Background: an optimization exercise with open tools, aiming at small area. Do not read the settings as production practice.
Only simulation tests tie the RTL to the original design; equivalence was not proved.
Power is estimated from default activity; no workload was simulated. No driver is modelled on the clock port, so clocking that relies on it looks cheaper here than on a real chip.

// branch_predictor
module branch_predictor (
  input  logic        clk,
  input  logic        rst_n,
  input  logic [31:0] if_pc,
  output logic        pred_hit,
  output logic        pred_taken,
  output logic [31:0] pred_target,
  input  logic        upd_valid,
  input  logic [31:0] upd_pc,
  input  logic [2:0]  upd_branch_type,
  input  logic        upd_taken,
  input  logic [31:0] upd_target,
  input  logic        upd_pred_taken,
  input  logic [31:0] upd_pred_target,
  output logic        mispredict,
  output logic [31:0] redirect_pc,
  output logic [31:0] perf_branches,
  output logic [31:0] perf_mispredicts
);
Size: roughly 7200 cells after synthesis.
clock: 12.0 ns
lec_check: 0
cap_margin: 10
core_margin: 2
core_utilization: 50
cts_buf_list: sky130_fd_sc_hd__clkbuf_16
cts_cluster_diameter: 100
cts_cluster_size: 30
slew_margin: 10
synth_hierarchical: 1
standard.sh (not shown) runs the stock make flow with config.mk's settings and CLKGATE_MAP_FILE= SYNTH_SCRIPT=/design/flow/synth_recipe.tcl, a recipe that flattens the netlist after the stock synthesis.
==> flow/flow/run.sh <==
#!/bin/bash
# Layout flow: the standard ORFS flow, with two changes to what it places:
# ports are buffered with the smallest buffer, and clock tree synthesis adds
# no dummy loads. Synthesis, floorplan, power grid and taps are the standard ones.
set -euo pipefail
export BUFFER_PORTS_ARGS="-buffer_cell sky130_fd_sc_hd__buf_1"
export CTS_ARGS="-sink_clustering_enable -repair_clock_nets -sink_clustering_size 30 -sink_clustering_max_diameter 100 -buf_list sky130_fd_sc_hd__clkbuf_16 -dont_use_dummy_load"
bash standard.sh > flow_make.log 2>&1
The first run passed the timing, design-rule and antenna checks.
==> next run, changes <==
==> flow/run.sh (new file) <==
#!/bin/bash
# synth_recipe.tcl (not shown) runs the flow's synth.tcl, then flattens the netlist and writes it again
# the make line also repeats each setting of config.mk as NAME=value (left out here)
make -C /OpenROAD-flow-scripts/flow DESIGN_CONFIG=/design/flow/config.mk WORK_HOME=/design/flow/orfs CLKGATE_MAP_FILE= SYNTH_SCRIPT=/design/flow/synth_recipe.tcl finish
--- a/flow/config.mk
+++ b/flow/config.mk
@@ -6,5 +6,5 @@
 export NUM_CORES = 4
 export LEC_CHECK = 0
-export CAP_MARGIN = 10
+export CAP_MARGIN = 20
 export CORE_MARGIN = 2
 export CORE_UTILIZATION = 50
@@ -12,4 +12,4 @@
 export CTS_CLUSTER_DIAMETER = 100
 export CTS_CLUSTER_SIZE = 30
-export SLEW_MARGIN = 10
+export SLEW_MARGIN = 20
 export SYNTH_HIERARCHICAL = 1
removed: flow/flow/run.sh
removed: flow/standard.sh
Worst setup slack loses 0.25 ns.
Utilization increases by 0.97 points.
Combinational power increases by 4.8%.
==> next run, changes <==
==> flow/flow/run.sh (new file) <==
#!/bin/bash
# Layout flow: the standard ORFS flow, with two changes to what it places:
# ports are buffered with the smallest buffer, and clock tree synthesis adds
# no dummy loads. Synthesis, floorplan, power grid and taps are the standard ones.
set -euo pipefail
export BUFFER_PORTS_ARGS="-buffer_cell sky130_fd_sc_hd__buf_1"
export CTS_ARGS="-sink_clustering_enable -repair_clock_nets -sink_clustering_size 25 -sink_clustering_max_diameter 100 -buf_list sky130_fd_sc_hd__clkbuf_16 -dont_use_dummy_load"
bash standard.sh > flow_make.log 2>&1
==> flow/standard.sh (new file) <==
#!/bin/bash
# synth_recipe.tcl (not shown) runs the flow's synth.tcl, then flattens the netlist and writes it again
# the make line also repeats each setting of config.mk as NAME=value (left out here)
make -C /OpenROAD-flow-scripts/flow DESIGN_CONFIG=/design/flow/config.mk WORK_HOME=/design/flow/orfs CLKGATE_MAP_FILE= SYNTH_SCRIPT=/design/flow/synth_recipe.tcl "${@:-finish}"
--- a/flow/config.mk
+++ b/flow/config.mk
@@ -11,5 +11,5 @@
 export CTS_BUF_LIST = sky130_fd_sc_hd__clkbuf_16
 export CTS_CLUSTER_DIAMETER = 100
-export CTS_CLUSTER_SIZE = 30
+export CTS_CLUSTER_SIZE = 25
 export SLEW_MARGIN = 20
 export SYNTH_HIERARCHICAL = 1
removed: flow/run.sh
What happened:
- via count went up slightly
- area after synthesis stays the same
- count of clock-buffer cells in the layout went up by 23

* * *

branch_predictor, a different RTL version from the one above (not shown whole).
For scale: ~5800 cells after synthesis, ~270 I/O pins, about 110000 um^2 of cells after synthesis.
## branch_predictor
module branch_predictor (
  input  logic        clk,
  input  logic        rst_n,
  input  logic [31:0] if_pc,
  output logic        pred_hit,
  output logic        pred_taken,
  output logic [31:0] pred_target,
  input  logic        upd_valid,
  input  logic [31:0] upd_pc,
  input  logic [2:0]  upd_branch_type,
  input  logic        upd_taken,
  input  logic [31:0] upd_target,
  input  logic        upd_pred_taken,
  input  logic [31:0] upd_pred_target,
  output logic        mispredict,
  output logic [31:0] redirect_pc,
  output logic [31:0] perf_branches,
  output logic [31:0] perf_mispredicts
);
make LEC_CHECK=0 CAP_MARGIN=20 CORE_MARGIN=2 CORE_UTILIZATION=50 CTS_BUF_LIST=sky130_fd_sc_hd__clkbuf_16 CTS_CLUSTER_DIAMETER=100 CTS_CLUSTER_SIZE=25 SLEW_MARGIN=20 SYNTH_HIERARCHICAL=1 finish   # period 12.0 ns
run.sh (not shown) runs the stock make flow with config.mk's settings and CLKGATE_MAP_FILE= SYNTH_SCRIPT=/design/flow/synth_recipe.tcl, a recipe that flattens the netlist after the stock synthesis.
Stock flow here: none of the scripts above is used.
Edit:
==> flow/flow/run.sh (new file) <==
#!/bin/bash
# Layout flow: the standard ORFS flow, with two changes to what it places:
# ports are buffered with the smallest buffer, and clock tree synthesis adds
# no dummy loads. Synthesis, floorplan, power grid and taps are the standard ones.
set -euo pipefail
export BUFFER_PORTS_ARGS="-buffer_cell sky130_fd_sc_hd__buf_1"
export CTS_ARGS="-sink_clustering_enable -repair_clock_nets -sink_clustering_size 25 -sink_clustering_max_diameter 100 -buf_list sky130_fd_sc_hd__clkbuf_16 -dont_use_dummy_load"
bash standard.sh > flow_make.log 2>&1
==> flow/standard.sh (new file) <==
#!/bin/bash
# synth_recipe.tcl (not shown) runs the flow's synth.tcl, then flattens the netlist and writes it again
# the make line also repeats each setting of config.mk as NAME=value (left out here)
make -C /OpenROAD-flow-scripts/flow DESIGN_CONFIG=/design/flow/config.mk WORK_HOME=/design/flow/orfs CLKGATE_MAP_FILE= SYNTH_SCRIPT=/design/flow/synth_recipe.tcl "${@:-finish}"
removed: flow/run.sh
What happened: Synthesized cell count does not change; hold slack hardly moves; sequential share of layout area came out higher by 1.7 points; critical path depth came out higher by 1; wire length came out lower by a few percent; worst setup slack gets better by 0.43 ns; total power came out lower slightly; clock-buffer cell count came out lower by 3; sequential power is about the same; final cell count came out lower slightly; via count came out lower slightly.

==> port drivers added, routing unchanged <==
In the flow no input, the clock included, has a driving cell. The finished layouts below were timed again as built, in two steps.
Step 1 sets driving cells, clkbuf_16 on the clock port and buf_2 on the other inputs (assumed; they add their load-dependent delay and slew).
Step 2 times the ports against the registers' clock, not the clock port: input delays grow and output delays shrink by t, the midpoint of the rising clock arrivals with the driver on.
Slacks: ideal / step 1 / step 2; pairs: ideal / step 1.
| run | shift t [ns] | slack for setup (ns) | slew at the worst register clock pin (ns) |
|---|---|---|---|
| the first run of note 1 | 0.895 | 1.582 / 1.553 / 1.553 | 0.12 / 0.12 |
| the second run of note 1 | 0.907 | 1.327 / 1.303 / 1.303 | 0.12 / 0.12 |
| the third run of note 1 | 0.920 | 1.696 / 1.673 / 1.673 | 0.12 / 0.12 |
| the first run of note 2 | 0.922 | 1.051 / 1.021 / 1.021 | 0.11 / 0.11 |
| the second run of note 2 | 0.899 | 1.485 / 1.443 / 1.443 | 0.10 / 0.10 |
After both steps every run listed still meets setup and hold. The setup slack of the second run of note 2, which loses most, moves by -0.042 ns with the drivers and by -0.042 ns with both steps.
